From an optimization exercise on the open Yosys and OpenROAD flow, aimed at small area, a short achievable clock period and few clock cycles per item; shortcuts taken in it are not production practice. Where RTL was checked, it was by simulation tests only, not by an equivalence proof against the original.

## run 1
Design ifft_butterfly_stage, start of the top module:
module ifft_butterfly_stage #(
   parameter int DW = 16,
   parameter int TW = 16,
   parameter int OW = 18
) (
   input  logic                 clk,
   input  logic                 rst,
   input  logic                 in_valid,
   output logic                 in_ready,
   input  logic signed [DW-1:0] in1_real,
   input  logic signed [DW-1:0] in1_imag,
   input  logic signed [DW-1:0] in2_real,
   input  logic signed [DW-1:0] in2_imag,
   input  logic signed [TW-1:0] twiddle_real,
   input  logic signed [TW-1:0] twiddle_imag,
   output logic                 out_valid,
   input  logic                 out_ready,
   output logic signed [OW-1:0] out1_real,
   output logic signed [OW-1:0] out1_imag,
   output logic signed [OW-1:0] out2_real,
   output logic signed [OW-1:0] out2_imag,
   output logic                 sat
);
==> flow/config.mk <==
export PLATFORM = sky130hd
export DESIGN_NAME = ifft_butterfly_stage
export DESIGN_NICKNAME = ifft_butterfly_stage
export VERILOG_FILES = /design/flow/design.v
export SDC_FILE = /design/flow/constraint.sdc
export NUM_CORES = 4
export LEC_CHECK = 0
export CAP_MARGIN = 20
export CORE_MARGIN = 2
export CORE_UTILIZATION = 55
export SETUP_SLACK_MARGIN = 4.0
export SLEW_MARGIN = 20
export TNS_END_PERCENT = 20
==> flow/constraint.sdc <==
create_clock -name core_clock -period 7.5 [get_ports {clk}]
set_input_delay 1.5000 -clock core_clock [delete_from_list [all_inputs] [get_ports {clk}]]
set_output_delay 1.5000 -clock core_clock [all_outputs]
set_load 0.01 [all_outputs]
standard.sh (not shown) runs the stock make flow with config.mk's settings and CLKGATE_MAP_FILE= SYNTH_SCRIPT=/design/flow/synth_recipe.tcl, a recipe that flattens the netlist after the stock synthesis.
==> flow/flow/run.sh <==
#!/bin/bash
# Layout flow: the standard flow with three changes.
#  1. Synthesis is the standard flow's synthesis script (synth_recipe.tcl, ORFS synth.tcl) with one change:
#     the final ABC technology mapping uses flow/abc_map.script (ORFS's own mapping passes, then
#     the classic delay-targeted mapper) instead of ORFS's abc_speed.script. Registers are mapped
#     before ABC runs, so they are the same as the standard synthesis's.
#  2. flow/fixpol.py then removes inverters around full-adder cells by complementing full adders
#     (all three inputs and both outputs) and swapping xor2/xnor2 cells. Registers, ports and
#     the logic function are unchanged.
#  3. Ports are buffered with buf_4 cells instead of the default delay-buffer cells.
# Each tool's output goes to a log file of its own in this folder.
set -euo pipefail
R=orfs/results/sky130hd/ifft_butterfly_stage/base
rm -rf synth_scripts
cp -r "$FLOW_HOME/scripts" synth_scripts
chmod -R u+w synth_scripts
cp flow/abc_map.script synth_scripts/abc_speed.script
bash standard.sh SCRIPTS_DIR="$PWD/synth_scripts" synth > log_synth.txt 2>&1
cp "$R/1_2_yosys.v" synth_abc.v
python3 flow/fixpol.py synth_abc.v "$R/1_2_yosys.v" > log_fixpol.txt 2>&1
export BUFFER_PORTS_ARGS="-buffer_cell sky130_fd_sc_hd__buf_4"
bash standard.sh finish > log_finish.txt 2>&1
==> flow/flow/abc_map.script <==
&get -n
&st
&dch
&nf
&st
&syn2
&if -g -K 6
&synch2
&nf
&put
strash
dch -f
map -D 1200
topo
stime -c
buffer -c
upsize -c
dnsize -c
Other scripts of this flow, unchanged in this note and not shown: flow/flow/fixpol.py
Run 1 completed every stage of the flow, and the final layout passed the timing, DRC and antenna checks.
Testbench counts of run 1, summed over its fixed seeds: cycles 16,024, items 16,000.
For run 4, these inputs were changed with respect to run 1:
==> flow/flow/run.sh <==
#!/bin/bash
# Layout flow: the standard flow, with two changes between synthesis and floorplan/placement.
#  1. After the standard synthesis, flow/fixpol.py removes inverters around full-adder cells by
#     complementing full adders (all three inputs and both outputs) and swapping xor2/xnor2
#     cells. Registers, ports and the logic function are unchanged.
#  2. Ports are buffered with buf_4 cells instead of the default delay-buffer cells.
# Each tool's output goes to a log file of its own in this folder.
set -euo pipefail
R=orfs/results/sky130hd/ifft_butterfly_stage/base
bash standard.sh synth > log_synth.txt 2>&1
cp "$R/1_2_yosys.v" synth_standard.v
python3 flow/fixpol.py synth_standard.v "$R/1_2_yosys.v" > log_fixpol.txt 2>&1
export BUFFER_PORTS_ARGS="-buffer_cell sky130_fd_sc_hd__buf_4"
bash standard.sh finish > log_finish.txt 2>&1
removed: flow/flow/abc_map.script
--- outcome ---
- Going from run 1 to run 4, the detailed-router iteration count before antenna repair was found to have gone down by 1.
- Run 1 reports its master of the slowest instance on the critical path as sky130_fd_sc_hd__fa_2 while run 4 reports sky130_fd_sc_hd__xnor2_1.
- Diff run 4 and run 1: final area lower in run 4
- Run 4 gives less final cell count than run 1 did.
- Synthesis-to-finish area growth came out lower on run 4 than on run 1.
- Run 4 packs its core more loosely than run 1.
- Run 4: synthesized area is 190 um^2 higher than what run 1 reported.


Starting RTL as in the previous note.
Settings: LEC_CHECK=0, CAP_MARGIN=20, CORE_MARGIN=2, CORE_UTILIZATION=55, SETUP_SLACK_MARGIN=3.9, SLEW_MARGIN=20, TNS_END_PERCENT=20; clock period 7.5 ns.
==> flow/flow/run.sh <==
#!/bin/bash
# Layout flow: the standard flow, with two changes between synthesis and floorplan/placement.
#  1. After the standard synthesis, flow/fixpol.py removes inverters around full-adder cells by
#     complementing full adders (all three inputs and both outputs) and swapping xor2/xnor2
#     cells. Registers, ports and the logic function are unchanged.
#  2. Ports are buffered with buf_4 cells instead of the default delay-buffer cells.
# Each tool's output goes to a log file of its own in this folder.
set -euo pipefail
R=orfs/results/sky130hd/ifft_butterfly_stage/base
bash standard.sh synth > log_synth.txt 2>&1
cp "$R/1_2_yosys.v" synth_standard.v
python3 flow/fixpol.py synth_standard.v "$R/1_2_yosys.v" > log_fixpol.txt 2>&1
export BUFFER_PORTS_ARGS="-buffer_cell sky130_fd_sc_hd__buf_4"
bash standard.sh finish > log_finish.txt 2>&1
Other scripts of this flow, unchanged in this note and not shown: flow/flow/fixpol.py
The starting point completed with no timing, DRC or antenna violations.
Testbench counts at the start, summed over its fixed seeds: cycles 16,024, items 16,000.
Then changed:
--- a/flow/config.mk
+++ b/flow/config.mk
@@ -10,3 +10,4 @@
 export CORE_UTILIZATION = 55
-export SETUP_SLACK_MARGIN = 3.9
+export CTS_BUF_LIST = sky130_fd_sc_hd__clkbuf_8
+export SETUP_SLACK_MARGIN = 4.0
 export SLEW_MARGIN = 20
Clock-buffer cell count goes up by 18.
Worst setup slack gets better by 0.040 ns.
Register-to-register slack gets better by 0.04 ns.
Then changed:
--- a/flow/config.mk
+++ b/flow/config.mk
@@ -10,4 +10,3 @@
 export CORE_UTILIZATION = 55
-export CTS_BUF_LIST = sky130_fd_sc_hd__clkbuf_8
-export SETUP_SLACK_MARGIN = 4.0
+export SETUP_SLACK_MARGIN = 4.2
 export SLEW_MARGIN = 20
The changed run finished clean.
Non-clock buffer count climbs by 21.
Wire length climbs by about 1.5%.
Final cell count drops by 0.61%.
Global-route usage climbs by 0.43 points.


## the baseline
Starting RTL as in the previous note.
clock: 7.5 ns
lec_check: 0
cap_margin: 40
core_margin: 2
core_utilization: 55
setup_slack_margin: 4.0
slew_margin: 60
tns_end_percent: 20
Scripts as last shown in full above: flow/flow/run.sh
Other scripts of this flow, unchanged in this note and not shown: flow/flow/fixpol.py
Every stage of the flow completed for the baseline, and the final layout passed the timing, DRC and antenna checks.
Testbench counts of the baseline, summed over its fixed seeds: cycles 16,024, items 16,000.
The following lists how the candidate was set up differently from the baseline:
--- a/flow/config.mk
+++ b/flow/config.mk
@@ -7,3 +7,3 @@
 export LEC_CHECK = 0
-export CAP_MARGIN = 40
+export CAP_MARGIN = 20
 export CORE_MARGIN = 2
@@ -11,3 +11,3 @@
 export SETUP_SLACK_MARGIN = 4.0
-export SLEW_MARGIN = 60
-export TNS_END_PERCENT = 20
+export SLEW_MARGIN = 20
+export TNS_END_PERCENT = 5
Notes after the runs:
The candidate gives more worst endpoint data arrival time than the baseline did.
The maximum fanout along the worst path number comes out higher for the candidate vs the baseline.
Detailed-route wire length on metal 1 (lower): the candidate
Per the comparison of the candidate with the baseline, flip-flop and latch count flat; first-pass GRT wire length comparable; fill cell total of the finished layout went up 63.


ifft_butterfly_stage, a different RTL version from the one above (not shown whole).
Size: ~3200 cells after synthesis, roughly 180 I/O pins.
clock: 7.5 ns
lec_check: 0
cap_margin: 20
core_margin: 2
core_utilization: 55
setup_slack_margin: 4.1
slew_margin: 20
tns_end_percent: 100
Scripts as last shown in full above: flow/flow/run.sh
Other scripts of this flow, unchanged in this note and not shown: flow/flow/fixpol.py
The baseline completed without violations.
==> next run, changes <==
--- a/flow/config.mk
+++ b/flow/config.mk
@@ -10,4 +10,4 @@
 export CORE_UTILIZATION = 55
-export SETUP_SLACK_MARGIN = 4.1
+export SETUP_SLACK_MARGIN = 4.0
 export SLEW_MARGIN = 20
-export TNS_END_PERCENT = 100
+export TNS_END_PERCENT = 20
Outcome:
- The new run went through all stages and came out clean
- via count decreases by a few percent
- worst hold slack gets better by 0.011 ns
- cell area decreases by a few percent
- core utilization decreases by 4.8 points
No functional check of the RTL was part of any run of this note.


ifft_butterfly_stage, a different RTL version from the one above (not shown whole).
Size: roughly 3200 cells after synthesis, ~38000 um2 of cells after synthesis.
Design ifft_butterfly_stage, start of the top module:
module ifft_butterfly_stage #(
   parameter int DW = 16,
   parameter int TW = 16,
   parameter int OW = 18
) (
   input  logic                 clk,
   input  logic                 rst,
   input  logic                 in_valid,
   output logic                 in_ready,
   input  logic signed [DW-1:0] in1_real,
   input  logic signed [DW-1:0] in1_imag,
   input  logic signed [DW-1:0] in2_real,
   input  logic signed [DW-1:0] in2_imag,
   input  logic signed [TW-1:0] twiddle_real,
   input  logic signed [TW-1:0] twiddle_imag,
   output logic                 out_valid,
   input  logic                 out_ready,
   output logic signed [OW-1:0] out1_real,
   output logic signed [OW-1:0] out1_imag,
   output logic signed [OW-1:0] out2_real,
   output logic signed [OW-1:0] out2_imag,
   output logic                 sat
);
   logic        adv, clipr, clipi, clip3;
   logic        v1_q, v2_q, v3_q, sat_q;
   logic [16:0] sr1_q, si1_q, sr2_q, si2_q, sr3_q, si3_q;
   logic [16:0] dr1_q, di1_q, sr_d, si_d, dr_d, di_d;
   logic [7:0]  one_r, two_r, neg_r, one_i, two_i, neg_i;
   logic [7:0]  oner_q, twor_q, negr_q, onei_q, twoi_q, negi_q;
   logic [18:0] re_d, im_d, pr3_q, pi3_q;
   assign adv      = !v3_q || out_ready;
   assign in_ready = adv;
   always_comb begin
      for (int j = 0; j < 8; j++) begin
         logic rb2, rb1, rb0, ib2, ib1, ib0;
         rb2 = twiddle_real[2*j+1];
         rb1 = twiddle_real[2*j];
         rb0 = (j == 0) ? 1'b0 : twiddle_real[2*j-1];
         ib2 = twiddle_imag[2*j+1];
         ib1 = twiddle_imag[2*j];
         ib0 = (j == 0) ? 1'b0 : twiddle_imag[2*j-1];
         one_r[j] = rb1 ^ rb0;
         two_r[j] = (rb2 & ~rb1 & ~rb0) | (~rb2 & rb1 & rb0);
         neg_r[j] = rb2;
  ...
Settings: LEC_CHECK=0, CAP_MARGIN=20, CORE_MARGIN=2, CORE_UTILIZATION=55, CTS_BUF_LIST=sky130_fd_sc_hd__clkbuf_8, SETUP_SLACK_MARGIN=4.0, SLEW_MARGIN=20, TNS_END_PERCENT=20; clock period 7.5 ns.
Scripts as last shown in full above: flow/flow/run.sh
Other scripts of this flow, unchanged in this note and not shown: flow/flow/fixpol.py
Testbench counts at the start, summed over its fixed seeds: cycles 16,024, items 16,000.
Edit:
==> flow/flow/run.sh (replaced) <==
#!/bin/bash
# Layout flow: the standard flow with three changes.
#  1. Synthesis is the standard flow's synthesis script (synth_recipe.tcl, ORFS synth.tcl) with one change:
#     the final ABC technology mapping uses flow/abc_map.script (the classic delay-targeted
#     mapper) instead of ORFS's abc_speed.script. Registers are mapped before ABC runs, so they
#     are the same as the standard synthesis's.
#  2. flow/fixpol.py then removes inverters around full-adder cells by complementing full adders
#     (all three inputs and both outputs) and swapping xor2/xnor2 cells. Registers, ports and
#     the logic function are unchanged.
#  3. Ports are buffered with buf_4 cells instead of the default delay-buffer cells.
# Each tool's output goes to a log file of its own in this folder.
set -euo pipefail
R=orfs/results/sky130hd/ifft_butterfly_stage/base
rm -rf synth_scripts
cp -r "$FLOW_HOME/scripts" synth_scripts
chmod -R u+w synth_scripts
cp flow/abc_map.script synth_scripts/abc_speed.script
bash standard.sh SCRIPTS_DIR="$PWD/synth_scripts" synth > log_synth.txt 2>&1
cp "$R/1_2_yosys.v" synth_abc.v
python3 flow/fixpol.py synth_abc.v "$R/1_2_yosys.v" > log_fixpol.txt 2>&1
export BUFFER_PORTS_ARGS="-buffer_cell sky130_fd_sc_hd__buf_4"
bash standard.sh finish > log_finish.txt 2>&1
==> flow/flow/abc_map.script (new file) <==
strash
dch -f
map -D 1200
topo
stime -c
buffer -c
upsize -c
dnsize -c
CTS_BUF_LIST = default   (was sky130_fd_sc_hd__clkbuf_8)
After rerunning: Critical path depth shrinks by 3; worst setup slack gains 0.18 ns; utilization grows by 2.1 points; synthesized cell count grows by roughly a tenth; count of clock-buffer cells in the layout shrinks by 16; clock skew shrinks by 0.025 ns; design area grows by a few percent; global-route usage grows by 5.2 points; die area grows slightly; synthesized area grows slightly.
Edit:
==> flow/flow/run.sh (replaced) <==
#!/bin/bash
# Layout flow: the standard flow with three changes.
#  1. Synthesis is the standard flow's synthesis script (synth_recipe.tcl, ORFS synth.tcl) with one change:
#     the final ABC technology mapping uses flow/abc_map.script (ORFS's own mapping passes, then
#     the classic delay-targeted mapper) instead of ORFS's abc_speed.script. Registers are mapped
#     before ABC runs, so they are the same as the standard synthesis's.
#  2. flow/fixpol.py then removes inverters around full-adder cells by complementing full adders
#     (all three inputs and both outputs) and swapping xor2/xnor2 cells. Registers, ports and
#     the logic function are unchanged.
#  3. Ports are buffered with buf_2 cells instead of the default delay-buffer cells.
# Each tool's output goes to a log file of its own in this folder.
set -euo pipefail
R=orfs/results/sky130hd/ifft_butterfly_stage/base
rm -rf synth_scripts
cp -r "$FLOW_HOME/scripts" synth_scripts
chmod -R u+w synth_scripts
cp flow/abc_map.script synth_scripts/abc_speed.script
bash standard.sh SCRIPTS_DIR="$PWD/synth_scripts" synth > log_synth.txt 2>&1
cp "$R/1_2_yosys.v" synth_abc.v
python3 flow/fixpol.py synth_abc.v "$R/1_2_yosys.v" > log_fixpol.txt 2>&1
export BUFFER_PORTS_ARGS="-buffer_cell sky130_fd_sc_hd__buf_2"
bash standard.sh finish > log_finish.txt 2>&1
==> flow/flow/abc_map.script (replaced) <==
&get -n
&st
&dch
&nf
&st
&syn2
&if -g -K 6
&synch2
&nf
&put
strash
dch -f
map -D 1200
topo
stime -c
buffer -c
upsize -c
dnsize -c
CORE_UTILIZATION = 62   (was 55)
=> The changed run completed with no timing, DRC or antenna violations; register-to-register slack gets worse by 0.15 ns; final cell count went down by 4.1%; maximum frequency went down by 3.9%; area after synthesis went down by 2.1%.
Edit:
--- a/flow/flow/run.sh
+++ b/flow/flow/run.sh
@@ -9,3 +9,3 @@
 #     the logic function are unchanged.
-#  3. Ports are buffered with buf_2 cells instead of the default delay-buffer cells.
+#  3. Ports are buffered with buf_4 cells instead of the default delay-buffer cells.
 # Each tool's output goes to a log file of its own in this folder.
@@ -20,3 +20,3 @@
 python3 flow/fixpol.py synth_abc.v "$R/1_2_yosys.v" > log_fixpol.txt 2>&1
-export BUFFER_PORTS_ARGS="-buffer_cell sky130_fd_sc_hd__buf_2"
+export BUFFER_PORTS_ARGS="-buffer_cell sky130_fd_sc_hd__buf_4"
 bash standard.sh finish > log_finish.txt 2>&1
CAP_MARGIN = 40   (was 20)
CORE_UTILIZATION = 55   (was 62)
SLEW_MARGIN = 60   (was 20)
=> The new run finished with timing, DRC and antenna clean; routed wire length goes down by 2.2%; die area goes up by 13%; design area goes down by 2.4%; non-clock buffer count goes down by 80; first-iteration DRC count goes down by 7.2%; fmax goes up by 2.2%.

[re-timing with driven ports]
The results above use ideal ports. As a check the final layouts listed here were re-extracted and re-timed, cells and wires unchanged.
Step 1 assumes that a clkbuf_16 drives the clock port and a buf_2 every other input.
Step 2 moves the port delays by t, midway between the first and last clock arrival at a register: inputs arrive t later, outputs are due t later. That takes back most of the time a late clock gives input paths.
a / b / c = no drivers / after step 1 / after step 2; a / b = the first two.
run	t, ns	slack for setup (ns)	clock arrival spread, ns
run 1	0.691	3.778 / 3.778 / 3.530	0.048 / 0.047
run 4	0.675	3.966 / 3.926 / 3.619	0.023 / 0.023
the first run of note 2	0.676	3.898 / 3.898 / 3.644	0.024 / 0.025
the second run of note 2	0.766	3.938 / 3.878 / 3.596	0.042 / 0.042
the third run of note 2	0.677	3.977 / 3.977 / 3.666	0.026 / 0.026
the baseline	0.673	3.970 / 3.939 / 3.716	0.019 / 0.020
the candidate	0.675	3.944 / 3.931 / 3.638	0.019 / 0.019
the first run of note 4	0.677	3.681 / 3.681 / 3.436	0.021 / 0.022
the second run of note 4	0.674	3.679 / 3.679 / 3.371	0.023 / 0.022
the first run of note 5	0.750	3.669 / 3.669 / 3.218	0.069 / 0.069
the second run of note 5	0.689	3.853 / 3.853 / 3.618	0.038 / 0.039
the third run of note 5	0.681	3.706 / 3.706 / 3.374	0.038 / 0.038
the fourth run of note 5	0.679	3.787 / 3.787 / 3.648	0.041 / 0.041
After both steps every run listed still meets setup and hold. The setup slack of the first run of note 5, which loses most, moves by 0.000 ns with the drivers and by -0.451 ns with both steps.
